Source: an optimization exercise on an open RTL-to-GDS flow (aim: small area, a short achievable clock period and few clock cycles per item). Production flows keep margins and buffers that such runs may drop.
Where RTL was checked, it was by simulation tests only, not by an equivalence proof against the original.
Power is estimated from default activity; no workload was simulated.

==> flow/design.v <==
package mmq_pkg;
    localparam logic [1:0] MODE_LEARN  = 2'd0;
    localparam logic [1:0] MODE_ENCODE = 2'd1;
    localparam logic [1:0] MODE_DECODE = 2'd2;
    localparam logic [7:0]  CODE_MAX = 8'd254;
    localparam logic [7:0]  CODE_BAD = 8'd255;
endpackage
import mmq_pkg::*;
module mmq_add #(parameter int N = 32) (
    input  logic [N-1:0] a,
    input  logic [N-1:0] b,
    input  logic         cin,
    output logic [N-1:0] s
);
    localparam int L = $clog2(N);
    logic [N-1:0] g [0:2*L];
    logic [N-1:0] p [0:2*L];
    logic [N:0]   c;
    always_comb begin
        g[0] = a & b;
        p[0] = a ^ b;
        for (int l = 0; l < L; l++) begin
            g[l+1] = g[l];
            p[l+1] = p[l];
            for (int i = 0; i < N; i++) begin
                if (((i + 1) % (2 << l)) == 0) begin
                    g[l+1][i] = g[l][i] | (p[l][i] & g[l][i - (1 << l)]);
                    p[l+1][i] = p[l][i] & p[l][i - (1 << l)];
                end
            end
        end
        for (int l = L - 1; l >= 1; l--) begin
            g[2*L-l] = g[2*L-l-1];
            p[2*L-l] = p[2*L-l-1];
            for (int i = 0; i < N; i++) begin
                if (((i + 1) % (1 << l)) == (1 << (l - 1)) && i >= (1 << l)) begin
                    g[2*L-l][i] = g[2*L-l-1][i] | (p[2*L-l-1][i] & g[2*L-l-1][i - (1 << (l - 1))]);
                    p[2*L-l][i] = p[2*L-l-1][i] & p[2*L-l-1][i - (1 << (l - 1))];
                end
            end
        end
        c[0] = cin;
        for (int i = 0; i < N; i++) c[i+1] = g[2*L-1][i] | (p[2*L-1][i] & cin);
        s = p[0] ^ c[N-1:0];
    end
endmodule
module minmax_two_level_quantizer_core (
    input  logic               aclk,
    input  logic               aresetn,
    input  logic               s_valid,
    output logic               s_ready,
    input  logic [1:0]         s_mode,
    input  logic               s_first,
    input  logic signed [31:0] s_sample,
    input  logic [7:0]         s_coarse_in,
    input  logic [7:0]         s_fine_in,
    output logic               m_valid,
    input  logic               m_ready,
    output logic [7:0]         m_coarse_code,
    output logic [7:0]         m_fine_code,
    output logic signed [31:0] m_value,
    output logic               m_error
);
    localparam logic [2:0] ST_IDLE = 3'd0;
    localparam logic [2:0] ST_ENC  = 3'd1;
    localparam logic [2:0] ST_DEC  = 3'd2;
    localparam logic [2:0] ST_DFIN = 3'd4;
    localparam logic [19:0] DIV = 20'd65025;
    logic [2:0]         st_reg;
    logic [5:0]         cnt_reg;
    logic               ei_reg;
    logic               ecin_reg;
    logic signed [31:0] lo_reg, hi_reg;
    logic [39:0]        rem_reg;
    logic [31:0]        x_reg;
    logic [15:0]        p_reg;
    logic [17:0]        p3_reg;
    logic               dfst_reg;
    logic [3:0]         vo_reg;
    logic [7:0]         est_reg;
    logic               err_reg;
    logic               mv_reg;
    logic               vsel_reg;
    logic               csel_reg;
    logic [2:0]         st_next;
    logic [5:0]         cnt_next;
    logic               ei_next;
    logic               ecin_next;
    logic signed [31:0] lo_next, hi_next;
    logic [39:0]        rem_next;
    logic [31:0]        x_next;
    logic [15:0]        p_next;
    logic               dfst_next;
    logic [3:0]         vo_next;
    logic [7:0]         est_next;
    logic               err_next;
    logic               mv_next;
    logic               vsel_next;
    logic               csel_next;
    logic               idle, accept;
    logic [19:0]        dr_w;
    logic               below, above;
    logic [32:0]        off_w;
    logic [15:0]        pair_w;
    assign idle    = (st_reg == ST_IDLE);
    assign s_ready = idle && (!mv_reg || m_ready);
    assign accept  = s_valid && s_ready;
    assign off_w   = {s_sample[31], s_sample} - {lo_reg[31], lo_reg};
    assign below   = off_w[32];
    assign above   = s_sample > hi_reg;
    logic          eq_lo, eq_hi, rz;
    assign eq_lo   = (s_sample == lo_reg);
    assign eq_hi   = (s_sample == hi_reg);
    assign rz      = (hi_reg == lo_reg);
    assign pair_w  = ({s_coarse_in, 8'b0} - {8'b0, s_coarse_in}) + {8'b0, s_fine_in};
    logic        rinv;
    logic [31:0] ra_w, rb_w;
    logic        rcin;
    logic [31:0] rs_w;
    logic [31:0] rq_w;
    assign rinv = (st_reg == ST_DEC) || (st_reg == ST_DFIN);
    assign ra_w = rinv ? ~x_reg : hi_reg;
    assign rb_w = (st_reg == ST_DEC) ? 32'd1 : lo_reg;
    assign rcin = !((st_reg == ST_DFIN) && !dr_w[19]);
    mmq_add #(32) u_radd (.a(ra_w), .b(~rb_w), .cin(rcin), .s(rs_w));
    assign rq_w = rinv ? ~rs_w : rs_w;
    logic [32:0] ea_w, eb_w;
    logic [33:0] es_w;
    logic        efit;
    logic [31:0] estep_w;
    assign ea_w    = ei_reg ? {1'b0, rem_reg[31:0]} : {rem_reg[31:0], p_reg[7]};
    assign eb_w    = ei_reg ? {9'b0, rem_reg[31:8]} : {1'b0, x_reg};
    mmq_add #(34) u_eadd (.a({1'b0, ea_w}), .b({1'b1, ~eb_w}), .cin(ecin_reg), .s(es_w));
    assign efit    = !es_w[33];
    assign estep_w = (efit || ei_reg) ? es_w[31:0] : ea_w[31:0];
    logic [19:0] da0, da1, da2, ds1, dk1, dm, ds2, dk2;
    logic [2:0]  dd;
    logic [17:0] p3_w;
    assign p3_w = {1'b0, p_reg, 1'b0} + {2'b0, p_reg};
    always_comb begin
        da0 = {rem_reg[17:0], 2'b00};
        da1 = {rem_reg[37:20], 2'b00};
        da2 = ({20{vo_reg[1]}} & {4'd0, p_reg})
            | ({20{vo_reg[2]}} & {3'd0, p_reg, 1'b0})
            | ({20{vo_reg[3]}} & {2'd0, p3_reg});
        dd  = est_reg[7] ? 3'd0 : est_reg[6:4];
        ds1 = da0 ^ da1 ^ da2;
        dk1 = {(da0[18:0] & da1[18:0]) | (da0[18:0] & da2[18:0]) | (da1[18:0] & da2[18:0]), 1'b0};
        case (dd)
            3'd0: dm = 20'd0;
            3'd1: dm = 20'(-20'd65025);
            3'd2: dm = 20'(-20'd130050);
            3'd3: dm = 20'(-20'd195075);
            3'd4: dm = 20'(-20'd260100);
            3'd5: dm = 20'(-20'd325125);
            3'd6: dm = 20'(-20'd390150);
            default: dm = 20'(-20'd455175);
        endcase
        ds2 = ds1 ^ dk1 ^ dm;
        dk2 = {(ds1[18:0] & dk1[18:0]) | (ds1[18:0] & dm[18:0]) | (dk1[18:0] & dm[18:0]), 1'b0};
    end
    logic [1:0]  dvs_w, dvn_w;
    logic [7:0]  dev_w, dest_w;
    assign dvs_w  = x_reg[29:28] + {1'b0, dd[2] && (&x_reg[27:0])};
    function automatic logic [7:0] vtop(input logic [1:0] v, input logic [15:0] p,
                                        input logic [17:0] p3);
        case (v)
            2'd0: vtop = 8'd0;
            2'd1: vtop = {4'd0, p[15:12]};
            2'd2: vtop = {3'd0, p[15:11]};
            default: vtop = {2'd0, p3[17:12]};
        endcase
    endfunction
    assign dest_w = {ds2[17:10]} + {dk2[17:10]} + vtop(dvs_w, p_reg, p3_reg);
    logic        dz, dskip8, dskip4;
    assign dr_w   = rem_reg[19:0] + rem_reg[39:20] + 20'(-20'd65025);
    assign dz     = (rem_reg == 40'd0);
    assign dskip8 = dz && (x_reg[31:24] == 8'd0) && (cnt_reg <= 6'd24);
    assign dskip4 = dz && (x_reg[31:28] == 4'd0) && (cnt_reg <= 6'd28);
    always_comb begin
        st_next   = st_reg;
        cnt_next  = cnt_reg;
        ei_next   = 1'b0;
        ecin_next = 1'b1;
        lo_next   = lo_reg;
        hi_next   = hi_reg;
        rem_next  = rem_reg;
        x_next    = x_reg;
        p_next    = p_reg;
        dfst_next = 1'b0;
        vo_next   = vo_reg;
        est_next  = est_reg;
        dvn_w     = 2'd0;
        err_next  = err_reg;
        mv_next   = mv_reg && !m_ready;
        vsel_next = vsel_reg;
        csel_next = csel_reg;
        case (st_reg)
            ST_IDLE: begin
                cnt_next  = '0;
                ei_next   = 1'b1;
                ecin_next = (s_sample[7:0] == lo_reg[7:0]);
                rem_next  = s_mode[1] ? 40'd0 : {8'd0, off_w[31:0]};
                dfst_next = 1'b1;
                if (s_ready) begin
                    x_next = rq_w;
                    p_next = s_mode[1] ? pair_w : {CODE_MAX, 8'd0};
                end
                if (accept) begin
                    err_next  = 1'b0;
                    mv_next   = 1'b1;
                    vsel_next = 1'b0;
                    csel_next = 1'b0;
                    case (s_mode)
                        MODE_LEARN: begin
                            if (s_first) begin
                                lo_next = s_sample;
                                hi_next = s_sample;
                            end else begin
                                if (below) lo_next = s_sample;
                                if (above) hi_next = s_sample;
                            end
                        end
                        MODE_ENCODE: begin
                            if (below || above) begin
                                err_next = 1'b1;
                            end else if (eq_hi && !eq_lo) begin
                                csel_next = 1'b1;
                            end else if (!eq_lo) begin
                                mv_next  = 1'b0;
                                st_next  = ST_ENC;
                            end
                        end
                        MODE_DECODE: begin
                            if (s_coarse_in == CODE_BAD) begin
                                err_next = 1'b1;
                            end else begin
                                mv_next  = 1'b0;
                                st_next  = rz ? ST_DFIN : ST_DEC;
                            end
                        end
                        default: begin
                            err_next = 1'b1;
                        end
                    endcase
                end
            end
            ST_ENC: begin
                cnt_next = cnt_reg + 6'd1;
                ei_next  = (cnt_reg == 6'd8);
                if (cnt_reg == 6'd8)
                    ecin_next = efit ? (es_w[7:0] == 8'd0) : (ea_w[7:0] == 8'd0);
                rem_next = {8'd0, estep_w};
                if (ei_reg) begin
                    p_next = {(cnt_reg[3] && p_reg[7:0] == CODE_BAD) ? CODE_MAX : p_reg[7:0],
                              8'(-rem_reg[7:0])};
                end else begin
                    p_next = {p_reg[15:8], p_reg[6:0], efit};
                end
                if (cnt_reg == 6'd17) begin
                    mv_next   = 1'b1;
                    csel_next = 1'b1;
                    st_next   = ST_IDLE;
                end
            end
            ST_DEC: begin
                if (dskip8) begin
                    cnt_next = cnt_reg + 6'd8;
                    x_next   = {x_reg[23:0], 8'b0};
                    dvn_w    = x_reg[23:22];
                end else if (dskip4) begin
                    cnt_next = cnt_reg + 6'd4;
                    x_next   = {x_reg[27:0], 4'b0};
                    dvn_w    = x_reg[27:26];
                end else if (!dfst_reg) begin
                    cnt_next = cnt_reg + 6'd2;
                    rem_next = {dk2, ds2};
                    x_next   = {dd[2] ? rq_w[29:0] : x_reg[29:0], dd[1:0]};
                    dvn_w    = dvs_w;
                end else begin
                    dvn_w    = x_reg[31:30];
                end
                vo_next = 4'b0001 << dvn_w;
                if (!dskip8 && !dskip4 && !dfst_reg) est_next = dest_w;
                else est_next = vtop(dvn_w, p_reg, p3_w);
                if (cnt_next == 6'd32) st_next = ST_DFIN;
            end
            default: begin  
                x_next    = rq_w;
                mv_next   = 1'b1;
                vsel_next = 1'b1;
                st_next   = ST_IDLE;
            end
        endcase
    end
    always_ff @(posedge aclk) begin
        if (!aresetn) begin
            st_reg <= ST_IDLE;
            lo_reg <= '0;
            hi_reg <= '0;
            mv_reg <= 1'b0;
        end else begin
            st_reg <= st_next;
            lo_reg <= lo_next;
            hi_reg <= hi_next;
            mv_reg <= mv_next;
        end
        cnt_reg  <= cnt_next;
        ei_reg   <= ei_next;
        ecin_reg <= ecin_next;
        rem_reg  <= rem_next;
        x_reg    <= x_next;
        p_reg    <= p_next;
        p3_reg   <= p3_w;
        dfst_reg <= dfst_next;
        vo_reg   <= vo_next;
        est_reg  <= est_next;
        err_reg  <= err_next;
        vsel_reg <= vsel_next;
        csel_reg <= csel_next;
    end
    assign m_valid       = mv_reg;
    assign m_coarse_code = p_reg[15:8] & {8{csel_reg}};
    assign m_fine_code   = p_reg[7:0] & {8{csel_reg}};
    assign m_value       = x_reg & {32{vsel_reg}};
    assign m_error       = err_reg;
endmodule
==> flow/config.mk <==
export PLATFORM = sky130hd
export DESIGN_NAME = minmax_two_level_quantizer_core
export DESIGN_NICKNAME = minmax_two_level_quantizer_core
export VERILOG_FILES = /design/flow/design.v
export SDC_FILE = /design/flow/constraint.sdc
export NUM_CORES = 4
export LEC_CHECK = 0
export ABC_AREA = 1
export CAP_MARGIN = 5
export CORE_MARGIN = 2
export CORE_UTILIZATION = 45
export SETUP_SLACK_MARGIN = 4.8
export SLEW_MARGIN = 5
export TNS_END_PERCENT = 100
==> flow/constraint.sdc <==
create_clock -name core_clock -period 8.5 [get_ports {aclk}]
set_input_delay 1.7000 -clock core_clock [delete_from_list [all_inputs] [get_ports {aclk}]]
set_output_delay 1.7000 -clock core_clock [all_outputs]
set_load 0.01 [all_outputs]
run.sh (not shown) runs the stock make flow with config.mk's settings and CLKGATE_MAP_FILE= SYNTH_SCRIPT=/design/flow/synth_recipe.tcl, a recipe that flattens the netlist after the stock synthesis.
Rerun with:
--- a/flow/design.v
+++ b/flow/design.v
@@ -11,9 +11,9 @@
     input  logic [N-1:0] b,
     input  logic         cin,
     output logic [N-1:0] s
 );
-    localparam int L = $clog2(N);
+    localparam int L = (N <= 2) ? 1 : (N <= 4) ? 2 : (N <= 8) ? 3 : (N <= 16) ? 4 : (N <= 32) ? 5 : 6;
     logic [N-1:0] g [0:2*L];
     logic [N-1:0] p [0:2*L];
     logic [N:0]   c;
     always_comb begin
@@ -104,9 +104,10 @@
     logic [15:0]        pair_w;
     assign idle    = (st_reg == ST_IDLE);
     assign s_ready = idle && (!mv_reg || m_ready);
     assign accept  = s_valid && s_ready;
-    assign off_w   = {s_sample[31], s_sample} - {lo_reg[31], lo_reg};
+    mmq_add #(33) u_oadd (.a({s_sample[31], s_sample}), .b(~{lo_reg[31], lo_reg}), .cin(1'b1),
+                          .s(off_w));
     assign below   = off_w[32];
     assign above   = s_sample > hi_reg;
     logic          eq_lo, eq_hi, rz;
     assign eq_lo   = (s_sample == lo_reg);
@@ -135,9 +136,9 @@
     assign estep_w = (efit || ei_reg) ? es_w[31:0] : ea_w[31:0];
     logic [19:0] da0, da1, da2, ds1, dk1, dm, ds2, dk2;
     logic [2:0]  dd;
     logic [17:0] p3_w;
-    assign p3_w = {1'b0, p_reg, 1'b0} + {2'b0, p_reg};
+    mmq_add #(18) u_padd (.a({1'b0, p_reg, 1'b0}), .b({2'b0, p_reg}), .cin(1'b0), .s(p3_w));
     always_comb begin
         da0 = {rem_reg[17:0], 2'b00};
         da1 = {rem_reg[37:20], 2'b00};
         da2 = ({20{vo_reg[1]}} & {4'd0, p_reg})
@@ -178,19 +179,19 @@
     assign dskip8 = dz && (x_reg[31:24] == 8'd0) && (cnt_reg <= 6'd24);
     assign dskip4 = dz && (x_reg[31:28] == 4'd0) && (cnt_reg <= 6'd28);
     always_comb begin
         st_next   = st_reg;
-        cnt_next  = cnt_reg;
+        cnt_next  = '0;
         ei_next   = 1'b0;
         ecin_next = 1'b1;
         lo_next   = lo_reg;
         hi_next   = hi_reg;
-        rem_next  = rem_reg;
+        rem_next  = '0;
         x_next    = x_reg;
         p_next    = p_reg;
         dfst_next = 1'b0;
-        vo_next   = vo_reg;
-        est_next  = est_reg;
+        vo_next   = '0;
+        est_next  = '0;
         dvn_w     = 2'd0;
         err_next  = err_reg;
         mv_next   = mv_reg && !m_ready;
         vsel_next = vsel_reg;
Worst hold slack is better by 0.054 ns.
Area after synthesis came out lower by 5.1%.
Via count shrinks by 5.1%.
Wire length shrinks by 5.6%.
Synthesized cell count came out lower by 3.4%.
Die area shrinks by 5.0%.
Utilization rises by 0.25 points.
Power is lower by 18%.
Maximum frequency drops by 0.33%.
Setup slack loses 0.012 ns.
Global-route usage goes up by 0.67 points.
Non-clock buffer count shrinks by 19.
Critical path depth is unchanged.
Clock skew is lower by 0.0037 ns.
Testbench counts after the change, summed over its fixed seeds: cycles 35,207, items 3,840.
Function not checked in the first run of this note: the RTL went through the layout flow alone.

## re-timing with driven ports
In the flow no input, the clock included, has a driving cell. The finished layouts below were timed again as built, in two steps.
Step 1 assumes that a clkbuf_16 drives the clock port and a buf_2 every other input.
Step 2 moves the port delays by t, midway between the first and last clock arrival at a register: inputs arrive t later, outputs are due t later. That takes back most of the time a late clock gives input paths.
Three values: ideal ports, drivers, drivers and shift; two values: the first two.
run	shift t [ns]	slack for setup (ns)	hold WS [ns]	latest minus earliest clock arrival (ns)	pins driven straight from the clock port
the first run	0.578	4.709 / 4.677 / 4.304	0.475 / 0.475 / 0.475	0.015 / 0.016	1
the second run	0.575	4.697 / 4.656 / 4.329	0.529 / 0.529 / 0.529	0.012 / 0.011	1
After both steps setup and hold are still met in every run listed. For the first run, which loses most, drivers alone change the setup slack by -0.032 ns; drivers and shift together by -0.405 ns.
